This is an optimization exercise on Yosys and OpenROAD, whose aim is small area, a short achievable clock period and few clock cycles per item, not a production implementation. Only simulation tests tie the RTL to the original design; equivalence was not proved.

==> inputs of trial 63 <==
==> flow/design.v <==
module permutation_unrank_queen_check_core (
  input  logic        clk,
  input  logic        rst,
  input  logic        cfg_wr_en,
  input  logic [3:0]  cfg_wr_data,
  input  logic        rank_in_valid,
  output logic        rank_in_ready,
  input  logic [15:0] rank_in_perm_rank,
  output logic        result_out_valid,
  input  logic        result_out_ready,
  output logic [23:0] result_out_placement,
  output logic        result_out_is_solution,
  output logic        result_out_rank_out_of_range
);
  logic [3:0]  board_size;
  logic [2:0]  nm1;           
  logic [2:0]  vld;
  logic        en;
  always_ff @(posedge clk) begin
    if (rst) board_size <= 4'd8;
    else if (cfg_wr_en) board_size <= cfg_wr_data;
  end
  always_comb begin
    if (board_size == 4'd0) nm1 = 3'd0;
    else if (board_size[3]) nm1 = 3'd7;
    else nm1 = board_size[2:0] - 3'd1;
  end
  assign en            = !vld[2] || result_out_ready;
  assign rank_in_ready = en;
  always_ff @(posedge clk) begin
    if (rst) vld <= 3'd0;
    else if (en) vld <= {vld[1:0], rank_in_valid};
  end
  logic [15:0] r_q;
  logic        oor0_q;
  logic        oor_d;
  always_comb begin
    logic [15:0] r;
    r = rank_in_perm_rank;
    case (nm1)
      3'd0: oor_d = r >= 16'd1;
      3'd1: oor_d = r >= 16'd2;
      3'd2: oor_d = r >= 16'd6;
      3'd3: oor_d = r >= 16'd24;
      3'd4: oor_d = r >= 16'd120;
      3'd5: oor_d = r >= 16'd720;
      3'd6: oor_d = r >= 16'd5040;
      default: oor_d = r >= 16'd40320;
    endcase
  end
  always_ff @(posedge clk) begin
    if (en) begin
      r_q    <= rank_in_perm_rank;
      oor0_q <= oor_d;
    end
  end
  logic [16:0] dig_d;         
  logic [16:0] dig_q;
  logic        oor1_q;
  always_comb begin
    logic [2:0] s; logic [12:0] y;
    logic [5:0] a15; logic [4:0] b15; logic [3:0] m;
    logic [6:0] a9; logic [6:0] b9; logic [4:0] c9; logic [3:0] y9;
    logic [4:0] a7; logic [3:0] b7; logic [2:0] y7;
    logic [1:0] mm3; logic [4:0] y24; logic [3:0] m9; logic [2:0] m7;
    logic [4:0] e9; logic [3:0] e7; logic [1:0] q4m3; logic q4m2; logic [2:0] q4m7;
    logic [3:0] t6; logic [2:0] d5, d6, d7;
    s = r_q[2:0]; y = r_q[15:3];
    a15 = 6'(y[3:0]) + 6'(y[7:4]) + 6'(y[11:8]) + 6'(y[12]);
    b15 = 5'(a15[5:4]) + 5'(a15[3:0]);
    m = (b15 >= 5'd15) ? 4'(b15 - 5'd15) : b15[3:0];
    a9 = 7'(y[5:0]) + 7'(y[11:6]) + 7'(y[12]);
    b9 = 7'(a9[5:0]) + 7'(a9[6]);
    c9 = 5'(b9[2:0]) + 5'd9 - 5'(b9[6:3]);
    y9 = (c9 >= 5'd9) ? 4'(c9 - 5'd9) : c9[3:0];
    a7 = 5'(y[2:0]) + 5'(y[5:3]) + 5'(y[8:6]) + 5'(y[11:9]) + 5'(y[12]);
    b7 = 4'(a7[4:3]) + 4'(a7[2:0]);
    y7 = (b7 >= 4'd7) ? 3'(b7 - 4'd7) : b7[2:0];
    mm3 = (m >= 4'd12) ? 2'(m - 4'd12) : (m >= 4'd9) ? 2'(m - 4'd9) :
          (m >= 4'd6) ? 2'(m - 4'd6) : (m >= 4'd3) ? 2'(m - 4'd3) : 2'(m);
    dig_d[7:5] = (m >= 4'd12) ? 3'd4 : (m >= 4'd9) ? 3'd3 : (m >= 4'd6) ? 3'd2 :
                 (m >= 4'd3) ? 3'd1 : 3'd0;
    y24 = {mm3, s};           
    dig_d[0] = s[0];
    case (y24)
      5'd0, 5'd1, 5'd6, 5'd7, 5'd12, 5'd13, 5'd18, 5'd19: dig_d[2:1] = 2'd0;
      5'd2, 5'd3, 5'd8, 5'd9, 5'd14, 5'd15, 5'd20, 5'd21: dig_d[2:1] = 2'd1;
      default:                                            dig_d[2:1] = 2'd2;
    endcase
    dig_d[4:3] = (y24 >= 5'd18) ? 2'd3 : (y24 >= 5'd12) ? 2'd2 : (y24 >= 5'd6) ? 2'd1 : 2'd0;
    q4m2 = y[0] ^ m[0];
    m9 = (m >= 4'd9) ? 4'(m - 4'd9) : m;
    e9 = 5'(y9) + 5'd9 - 5'(m9);
    if (e9 >= 5'd9) e9 = e9 - 5'd9;
    q4m3 = (e9[3:0] == 4'd3) ? 2'd2 : (e9[3:0] == 4'd6) ? 2'd1 : 2'd0;
    m7 = (m >= 4'd14) ? 3'd0 : (m >= 4'd7) ? 3'(m - 4'd7) : m[2:0];
    e7 = 4'(y7) + 4'd7 - 4'(m7);
    q4m7 = (e7 >= 4'd7) ? 3'(e7 - 4'd7) : e7[2:0];
    case ({q4m3, q4m2})
      3'b000: d5 = 3'd0;
      3'b011: d5 = 3'd1;
      3'b100: d5 = 3'd2;
      3'b001: d5 = 3'd3;
      3'b010: d5 = 3'd4;
      default: d5 = 3'd5;
    endcase
    t6 = 4'(d5) + 4'd7 - 4'(q4m7);
    d6 = (t6 >= 4'd7) ? 3'(t6 - 4'd7) : t6[2:0];
    d7 = 3'(r_q >= 16'd5040) + 3'(r_q >= 16'd10080) + 3'(r_q >= 16'd15120) +
         3'(r_q >= 16'd20160) + 3'(r_q >= 16'd25200) + 3'(r_q >= 16'd30240) +
         3'(r_q >= 16'd35280);
    dig_d[10:8]  = d5;
    dig_d[13:11] = d6;
    dig_d[16:14] = d7;
  end
  always_ff @(posedge clk) begin
    if (en) begin
      dig_q  <= dig_d;
      oor1_q <= oor0_q;
    end
  end
  logic [2:0]  dg [0:7];
  logic [7:0]  td [0:7];      
  logic [7:0]  tb [0:7];      
  logic [7:0]  oh [0:7];      
  logic [7:0]  sel;
  logic [7:0]  rowv;
  logic        conflict;
  logic [23:0] place;
  always_comb begin
    dg[0] = 3'd0;
    dg[1] = {2'd0, dig_q[0]};
    dg[2] = {1'b0, dig_q[2:1]};
    dg[3] = {1'b0, dig_q[4:3]};
    dg[4] = dig_q[7:5];
    dg[5] = dig_q[10:8];
    dg[6] = dig_q[13:11];
    dg[7] = dig_q[16:14];
    for (int k = 0; k < 8; k++)
      for (int t = 0; t < 8; t++)
        td[k][t] = (t <= k) && (dg[k] >= 3'(t));
    for (int j = 0; j < 8; j++) begin
      sel[j]  = (nm1 == 3'(j));
      rowv[j] = (3'(j) <= nm1);
    end
    for (int b = 0; b < 8; b++) begin
      tb[b] = 8'd0;
      for (int k = 0; k < 8 - b; k++)
        if (sel[k+b]) tb[b] = tb[b] | td[k];
      tb[b][0] = 1'b1;
    end
    for (int b = 7; b >= 1; b--) begin
      for (int a = b - 1; a >= 0; a--) begin
        logic [7:0] nt;
        nt = tb[b];
        for (int t = 1; t < 8; t++)
          nt[t] = tb[b][t] | (tb[b][t-1] & !tb[a][t]);
        tb[b] = nt;
      end
    end
    for (int b = 0; b < 8; b++)
      for (int v = 0; v < 8; v++)
        oh[b][v] = rowv[b] && tb[b][v] && (v == 7 || !tb[b][v+1]);
    conflict = 1'b0;
    for (int m = 0; m < 15; m++) begin
      logic sa, sd;
      sa = 1'b0;
      sd = 1'b0;
      for (int b = 0; b < 8; b++) begin
        if (m - b >= 0 && m - b < 8) begin
          conflict = conflict | (sa & oh[b][m-b]);
          sa = sa | oh[b][m-b];
        end
        if (m - 7 + b >= 0 && m - 7 + b < 8) begin
          conflict = conflict | (sd & oh[b][m-7+b]);
          sd = sd | oh[b][m-7+b];
        end
      end
    end
    place = '0;
    for (int b = 0; b < 8; b++) begin
      logic [2:0] pb;
      pb[2] = tb[b][4];
      pb[1] = (tb[b][2] && !tb[b][4]) || tb[b][6];
      pb[0] = (tb[b][1] && !tb[b][2]) || (tb[b][3] && !tb[b][4]) ||
              (tb[b][5] && !tb[b][6]) || tb[b][7];
      if (rowv[b] && !oor1_q) place[3*b +: 3] = pb;
    end
  end
  logic [23:0] out_place;
  logic        out_sol;
  logic        out_oor;
  always_ff @(posedge clk) begin
    if (en) begin
      out_place <= place;
      out_sol   <= !oor1_q && !conflict;
      out_oor   <= oor1_q;
    end
  end
  assign result_out_valid             = vld[2];
  assign result_out_placement         = out_place;
  assign result_out_is_solution       = out_sol;
  assign result_out_rank_out_of_range = out_oor;
endmodule
==> flow/run.sh <==
#!/bin/bash
# synth_recipe.tcl (not shown) runs the flow's synth.tcl, then flattens the netlist and writes it again
# the make line also repeats each setting of config.mk as NAME=value (left out here)
make -C /OpenROAD-flow-scripts/flow DESIGN_CONFIG=/design/flow/config.mk WORK_HOME=/design/flow/orfs CLKGATE_MAP_FILE= SYNTH_SCRIPT=/design/flow/synth_recipe.tcl finish
==> flow/config.mk <==
export PLATFORM = sky130hd
export DESIGN_NAME = permutation_unrank_queen_check_core
export DESIGN_NICKNAME = permutation_unrank_queen_check_core
export VERILOG_FILES = /design/flow/design.v
export SDC_FILE = /design/flow/constraint.sdc
export NUM_CORES = 4
export LEC_CHECK = 0
export ABC_AREA = 1
export CAP_MARGIN = 20
export CORE_MARGIN = 2
export CORE_UTILIZATION = 40
export SLEW_MARGIN = 20
==> flow/constraint.sdc <==
create_clock -name core_clock -period 10.0 [get_ports {clk}]
set_input_delay 2.0000 -clock core_clock [delete_from_list [all_inputs] [get_ports {clk}]]
set_output_delay 2.0000 -clock core_clock [all_outputs]
set_load 0.01 [all_outputs]
==> build 33: changes against trial 63 <==
--- a/flow/design.v
+++ b/flow/design.v
@@ -14,3 +14,2 @@
 );
-  logic [3:0]  board_size;
   logic [2:0]  nm1;           
@@ -19,9 +18,8 @@
   always_ff @(posedge clk) begin
-    if (rst) board_size <= 4'd8;
-    else if (cfg_wr_en) board_size <= cfg_wr_data;
-  end
-  always_comb begin
-    if (board_size == 4'd0) nm1 = 3'd0;
-    else if (board_size[3]) nm1 = 3'd7;
-    else nm1 = board_size[2:0] - 3'd1;
+    if (rst) nm1 <= 3'd7;
+    else if (cfg_wr_en) begin
+      if (cfg_wr_data == 4'd0) nm1 <= 3'd0;
+      else if (cfg_wr_data[3]) nm1 <= 3'd7;
+      else nm1 <= cfg_wr_data[2:0] - 3'd1;
+    end
   end
==> flow/flow/run.sh (new file) <==
#!/bin/bash
# Standard layout with two changes:
#  - synthesis leaves adders to ABC instead of the platform's half/full
#    adder cells (ADDER_MAP_FILE empty);
#  - the port buffers are buf_1 cells.
cd "$(dirname "$0")/.."
export ADDER_MAP_FILE=
export BUFFER_PORTS_ARGS="-buffer_cell sky130_fd_sc_hd__buf_1"
bash standard.sh > standard.log 2>&1
==> flow/standard.sh (new file) <==
#!/bin/bash
# synth_recipe.tcl (not shown) runs the flow's synth.tcl, then flattens the netlist and writes it again
# the make line also repeats each setting of config.mk as NAME=value (left out here)
make -C /OpenROAD-flow-scripts/flow DESIGN_CONFIG=/design/flow/config.mk WORK_HOME=/design/flow/orfs CLKGATE_MAP_FILE= SYNTH_SCRIPT=/design/flow/synth_recipe.tcl "${@:-finish}"
removed: flow/run.sh
==> build 23: changes against trial 63 <==
==> flow/design.v, changed modules only <==
module permutation_unrank_queen_check_core (
  input  logic        clk,
  input  logic        rst,
  input  logic        cfg_wr_en,
  input  logic [3:0]  cfg_wr_data,
  input  logic        rank_in_valid,
  output logic        rank_in_ready,
  input  logic [15:0] rank_in_perm_rank,
  output logic        result_out_valid,
  input  logic        result_out_ready,
  output logic [23:0] result_out_placement,
  output logic        result_out_is_solution,
  output logic        result_out_rank_out_of_range
);
  logic [7:1]  rowv_q;        
  logic [7:0]  rowv;          
  logic [7:0]  sel;           
  logic [2:0]  vld;
  logic        en;
  always_ff @(posedge clk) begin
    if (rst) rowv_q <= 7'h7f;
    else if (cfg_wr_en) begin
      for (int j = 1; j < 8; j++)
        rowv_q[j] <= cfg_wr_data[3] || (cfg_wr_data[2:0] > 3'(j));
    end
  end
  always_comb begin
    rowv = {rowv_q, 1'b1};
    for (int j = 0; j < 8; j++)
      sel[j] = rowv[j] && (j == 7 || !rowv[j+1]);
  end
  assign en            = !vld[2] || result_out_ready;
  assign rank_in_ready = en;
  always_ff @(posedge clk) begin
    if (rst) vld <= 3'd0;
    else if (en) vld <= {vld[1:0], rank_in_valid};
  end
  logic [15:0] r_q;
  logic        oor0_q;
  logic        oor_d;
  always_comb begin
    logic [15:0] r;
    r = rank_in_perm_rank;
    oor_d = (sel[0] && r >= 16'd1)    || (sel[1] && r >= 16'd2)    ||
            (sel[2] && r >= 16'd6)    || (sel[3] && r >= 16'd24)   ||
            (sel[4] && r >= 16'd120)  || (sel[5] && r >= 16'd720)  ||
            (sel[6] && r >= 16'd5040) || (sel[7] && r >= 16'd40320);
  end
  always_ff @(posedge clk) begin
    if (en) begin
      r_q    <= rank_in_perm_rank;
      oor0_q <= oor_d;
    end
  end
  logic [16:0] dig_d;         
  logic [16:0] dig_q;
  logic        oor1_q;
  always_comb begin
    logic [2:0] s; logic [12:0] y;
    logic [5:0] a15; logic [4:0] b15; logic [3:0] m;
    logic [6:0] a9; logic [6:0] b9; logic [4:0] c9; logic [3:0] y9;
    logic [4:0] a7; logic [3:0] b7; logic [2:0] y7;
    logic [1:0] mm3; logic [4:0] y24;
    logic [1:0] a, ap; logic [1:0] q4m3; logic q4m2;
    logic [4:0] t6; logic [2:0] d5, d6, d7;
    s = r_q[2:0]; y = r_q[15:3];
    a15 = 6'(y[3:0]) + 6'(y[7:4]) + 6'(y[11:8]) + 6'(y[12]);
    b15 = 5'(a15[5:4]) + 5'(a15[3:0]);
    m = (b15 >= 5'd15) ? 4'(b15 - 5'd15) : b15[3:0];
    a9 = 7'(y[5:0]) + 7'(y[11:6]) + 7'(y[12]);
    b9 = 7'(a9[5:0]) + 7'(a9[6]);
    c9 = 5'(b9[2:0]) + 5'd9 - 5'(b9[6:3]);
    y9 = (c9 >= 5'd9) ? 4'(c9 - 5'd9) : c9[3:0];
    a7 = 5'(y[2:0]) + 5'(y[5:3]) + 5'(y[8:6]) + 5'(y[11:9]) + 5'(y[12]);
    b7 = 4'(a7[4:3]) + 4'(a7[2:0]);
    y7 = (b7 >= 4'd7) ? 3'(b7 - 4'd7) : b7[2:0];
    case (m)
      4'd0, 4'd3, 4'd6, 4'd9, 4'd12: mm3 = 2'd0;
      4'd1, 4'd4, 4'd7, 4'd10, 4'd13: mm3 = 2'd1;
      default: mm3 = 2'd2;
    endcase
    dig_d[7:5] = (m >= 4'd12) ? 3'd4 : (m >= 4'd9) ? 3'd3 : (m >= 4'd6) ? 3'd2 : (m >= 4'd3) ? 3'd1 : 3'd0;
    y24 = {mm3, s};
    dig_d[0] = s[0];
    case (y24)
      0,1,6,7,12,13,18,19: dig_d[2:1] = 2'd0;
      2,3,8,9,14,15,20,21: dig_d[2:1] = 2'd1;
      default:             dig_d[2:1] = 2'd2;
    endcase
    dig_d[4:3] = (y24 >= 5'd18) ? 2'd3 : (y24 >= 5'd12) ? 2'd2 : (y24 >= 5'd6) ? 2'd1 : 2'd0;
    q4m2 = y[0] ^ m[0];
    a  = (y9 >= 4'd6) ? 2'd2 : (y9 >= 4'd3) ? 2'd1 : 2'd0;
    case (m)
      4'd0, 4'd1, 4'd2, 4'd9, 4'd10, 4'd11: ap = 2'd0;
      4'd3, 4'd4, 4'd5, 4'd12, 4'd13, 4'd14: ap = 2'd1;
      default: ap = 2'd2;
    endcase
    q4m3 = (ap == a) ? 2'd0 : (ap == 2'(a + 2'd1) || (a == 2'd2 && ap == 2'd0)) ? 2'd1 : 2'd2;
    case ({q4m3, q4m2})
      3'b000: d5 = 3'd0; 3'b011: d5 = 3'd1; 3'b100: d5 = 3'd2;
      3'b001: d5 = 3'd3; 3'b010: d5 = 3'd4; default: d5 = 3'd5;
    endcase
    t6 = 5'(d5) + 5'(m) + 5'd7 - 5'(y7);      
    d6 = (t6 >= 5'd21) ? 3'(t6 - 5'd21) : (t6 >= 5'd14) ? 3'(t6 - 5'd14) : (t6 >= 5'd7) ? 3'(t6 - 5'd7) : t6[2:0];
    d7 = 3'(r_q >= 16'd5040) + 3'(r_q >= 16'd10080) + 3'(r_q >= 16'd15120) + 3'(r_q >= 16'd20160) + 3'(r_q >= 16'd25200) + 3'(r_q >= 16'd30240) + 3'(r_q >= 16'd35280);
    dig_d[10:8]  = d5;
    dig_d[13:11] = d6;
    dig_d[16:14] = d7;
  end
  always_ff @(posedge clk) begin
    if (en) begin
      dig_q  <= dig_d;
      oor1_q <= oor0_q;
    end
  end
  logic [2:0]  dg [0:7];
  logic [7:0]  td [0:7];      
  logic [7:0]  tb [0:7];      
  logic [7:0]  oh [0:7];      
  logic [14:0] dup_a;        
  logic [14:0] dup_d;        
  logic [23:0] place;
  function automatic logic twice8(input logic [7:0] x);
    logic [3:0] s1, t1;
    logic [1:0] s2, t2;
    for (int i = 0; i < 4; i++) begin
      s1[i] = x[2*i] | x[2*i+1];
      t1[i] = x[2*i] & x[2*i+1];
    end
    for (int i = 0; i < 2; i++) begin
      s2[i] = s1[2*i] | s1[2*i+1];
      t2[i] = t1[2*i] | t1[2*i+1] | (s1[2*i] & s1[2*i+1]);
    end
    twice8 = t2[0] | t2[1] | (s2[0] & s2[1]);
  endfunction
  always_comb begin
    dg[0] = 3'd0;
    dg[1] = {2'd0, dig_q[0]};
    dg[2] = {1'b0, dig_q[2:1]};
    dg[3] = {1'b0, dig_q[4:3]};
    dg[4] = dig_q[7:5];
    dg[5] = dig_q[10:8];
    dg[6] = dig_q[13:11];
    dg[7] = dig_q[16:14];
    for (int k = 0; k < 8; k++)
      for (int t = 0; t < 8; t++)
        td[k][t] = (t <= k) && (dg[k] >= 3'(t));
    for (int b = 0; b < 8; b++) begin
      tb[b] = 8'd0;
      for (int k = 0; k < 8 - b; k++)
        if (sel[k+b]) tb[b] = tb[b] | td[k];
      tb[b][0] = 1'b1;
    end
    for (int b = 7; b >= 1; b--) begin
      for (int a = b - 1; a >= 0; a--) begin
        logic [7:0] nt;
        nt = tb[b];
        for (int t = 1; t < 8; t++)
          nt[t] = tb[b][t] | (tb[b][t-1] & !tb[a][t]);
        tb[b] = nt;
      end
    end
    for (int b = 0; b < 8; b++)
      for (int v = 0; v < 8; v++)
        oh[b][v] = rowv[b] && tb[b][v] && (v == 7 || !tb[b][v+1]);
    for (int m = 0; m < 15; m++) begin
      logic [7:0] xa, xd;
      xa = '0;
      xd = '0;
      for (int b = 0; b < 8; b++) begin
        if (m - b >= 0 && m - b < 8) xa[b] = oh[b][m-b];
        if (m - 7 + b >= 0 && m - 7 + b < 8) xd[b] = oh[b][m-7+b];
      end
      dup_a[m] = twice8(xa);
      dup_d[m] = twice8(xd);
    end
    place = '0;
    for (int b = 0; b < 8; b++) begin
      logic [2:0] pb;
      pb[2] = tb[b][4];
      pb[1] = (tb[b][2] && !tb[b][4]) || tb[b][6];
      pb[0] = (tb[b][1] && !tb[b][2]) || (tb[b][3] && !tb[b][4]) ||
              (tb[b][5] && !tb[b][6]) || tb[b][7];
      if (rowv[b] && !oor1_q) place[3*b +: 3] = pb;
    end
  end
  logic [23:0] out_place;
  logic        out_ca;        
  logic        out_cd;        
  logic        out_oor;
  always_ff @(posedge clk) begin
    if (en) begin
      out_place <= place;
      out_ca    <= |dup_a;
      out_cd    <= |dup_d;
      out_oor   <= oor1_q;
    end
  end
  assign result_out_valid             = vld[2];
  assign result_out_placement         = out_place;
  assign result_out_is_solution       = !out_oor && !out_ca && !out_cd;
  assign result_out_rank_out_of_range = out_oor;
endmodule
==> flow/flow/run.sh (new file) <==
#!/bin/bash
# Standard layout with two changes:
#  - synthesis leaves adders to ABC instead of the platform's half/full
#    adder cells (ADDER_MAP_FILE empty);
#  - the port buffers are buf_1 cells.
cd "$(dirname "$0")/.."
export ADDER_MAP_FILE=
export BUFFER_PORTS_ARGS="-buffer_cell sky130_fd_sc_hd__buf_1"
bash standard.sh > standard.log 2>&1
==> flow/standard.sh (new file) <==
#!/bin/bash
# synth_recipe.tcl (not shown) runs the flow's synth.tcl, then flattens the netlist and writes it again
# the make line also repeats each setting of config.mk as NAME=value (left out here)
make -C /OpenROAD-flow-scripts/flow DESIGN_CONFIG=/design/flow/config.mk WORK_HOME=/design/flow/orfs CLKGATE_MAP_FILE= SYNTH_SCRIPT=/design/flow/synth_recipe.tcl "${@:-finish}"
removed: flow/run.sh
==> comparison <==
Build 23 ran to the end with no violations. Build 33 passed the timing, design-rule and antenna checks. Trial 63 completed without violations.
The lowest die area belongs to build 33, the highest to trial 63.
In build 33 the design area is smaller than in build 23, by 1.2%.
The lowest core utilization belongs to build 23, the highest to trial 63.
Global-route usage, highest first: build 33, trial 63, build 23.
In trial 63 the worst setup slack is lower than in build 33, by 3200 ps.
Area after synthesis, lowest first: build 33, build 23, trial 63.
Via count, highest first: trial 63, build 33, build 23.
Register-to-register slack: trial 63 < build 33 < build 23.
The highest maximum frequency belongs to build 23, the lowest to trial 63.
==> figures <==
metric                                                      trial 63     build 33     build 23
Status                              no timing/DRC/antenna violations  no timing/DRC/antenna violations  no timing/DRC/antenna violations
Slew at the pin closest to its max-slew limit                1125 ps     823.8 ps     849.3 ps
Path length in cells of the critical path                         41           18            5
Area fraction of the dominant cell type after synthesis       20.02%       22.83%       22.72%
Starting density of the core                                  40.54%       40.97%       40.62%
Cell count after placement                                     1,759        1,691        1,691
Invs w/o clock                                                   227          267          268
Via count of the first global-routing pass                     8,657        8,563        8,163
Initial DRC Count                                                830          791          710
Avg Synthesized Cell Area                                6.373 sq um  5.803 sq um  5.928 sq um
Count of non-CTS buffers in the layout                            53           54           54
Nets in the synthesized netlist                                1,538        1,408        1,407
Clock network contribution to total cell area                 3.000%       3.420%       2.957%
Number of tap cells added at floorplan                           285          265          270
Detailed-route wire length on metal 1                      13,960 um    11,230 um    11,800 um
Flip-flop and latch share of the layout cell area             19.30%       22.14%       23.10%
Count of standard-cell rows                                       55           51           52
Fraction of cell area in non-clock buffers                    5.167%       2.384%       2.355%
Stage delay of the slowest cell on the critical path          560 ps       740 ps       640 ps
Testbench counts of trial 63, summed over its fixed seeds: cycles 32,024, items 32,000.
Testbench counts of build 33, summed over its fixed seeds: cycles 32,024, items 32,000.
Testbench counts of build 23, summed over its fixed seeds: cycles 32,024, items 32,000.

-- afterwards: timing with drivers on the ports --
In the flow no input, the clock included, has a driving cell. The finished layouts below were timed again as built, in two steps.
Step 1 sets driving cells, clkbuf_16 on the clock port and buf_2 on the other inputs (assumed; they add their load-dependent delay and slew).
Step 2 times the ports against the registers' clock, not the clock port: input delays grow and output delays shrink by t, the midpoint of the rising clock arrivals with the driver on.
a / b / c = no drivers / after step 1 / after step 2; a / b = the first two.
run | t (ns) | slack for setup (ns) | hold slack, ns | latest minus earliest clock arrival (ns) | cell pins on the clock port's net
trial 63 | 0.399 | 1.385 / 1.385 / 1.385 | 0.422 / 0.422 / 0.422 | 0.012 / 0.011 | 1
build 33 | 0.381 | 4.546 / 4.546 / 4.546 | 0.420 / 0.420 / 0.420 | 0.007 / 0.007 | 1
build 23 | 0.386 | 4.942 / 4.916 / 4.916 | 0.418 / 0.418 / 0.418 | 0.008 / 0.008 | 1
After both steps setup and hold are still met in every run listed. For build 23, which loses most, drivers alone change the setup slack by -0.026 ns; drivers and shift together by -0.026 ns.
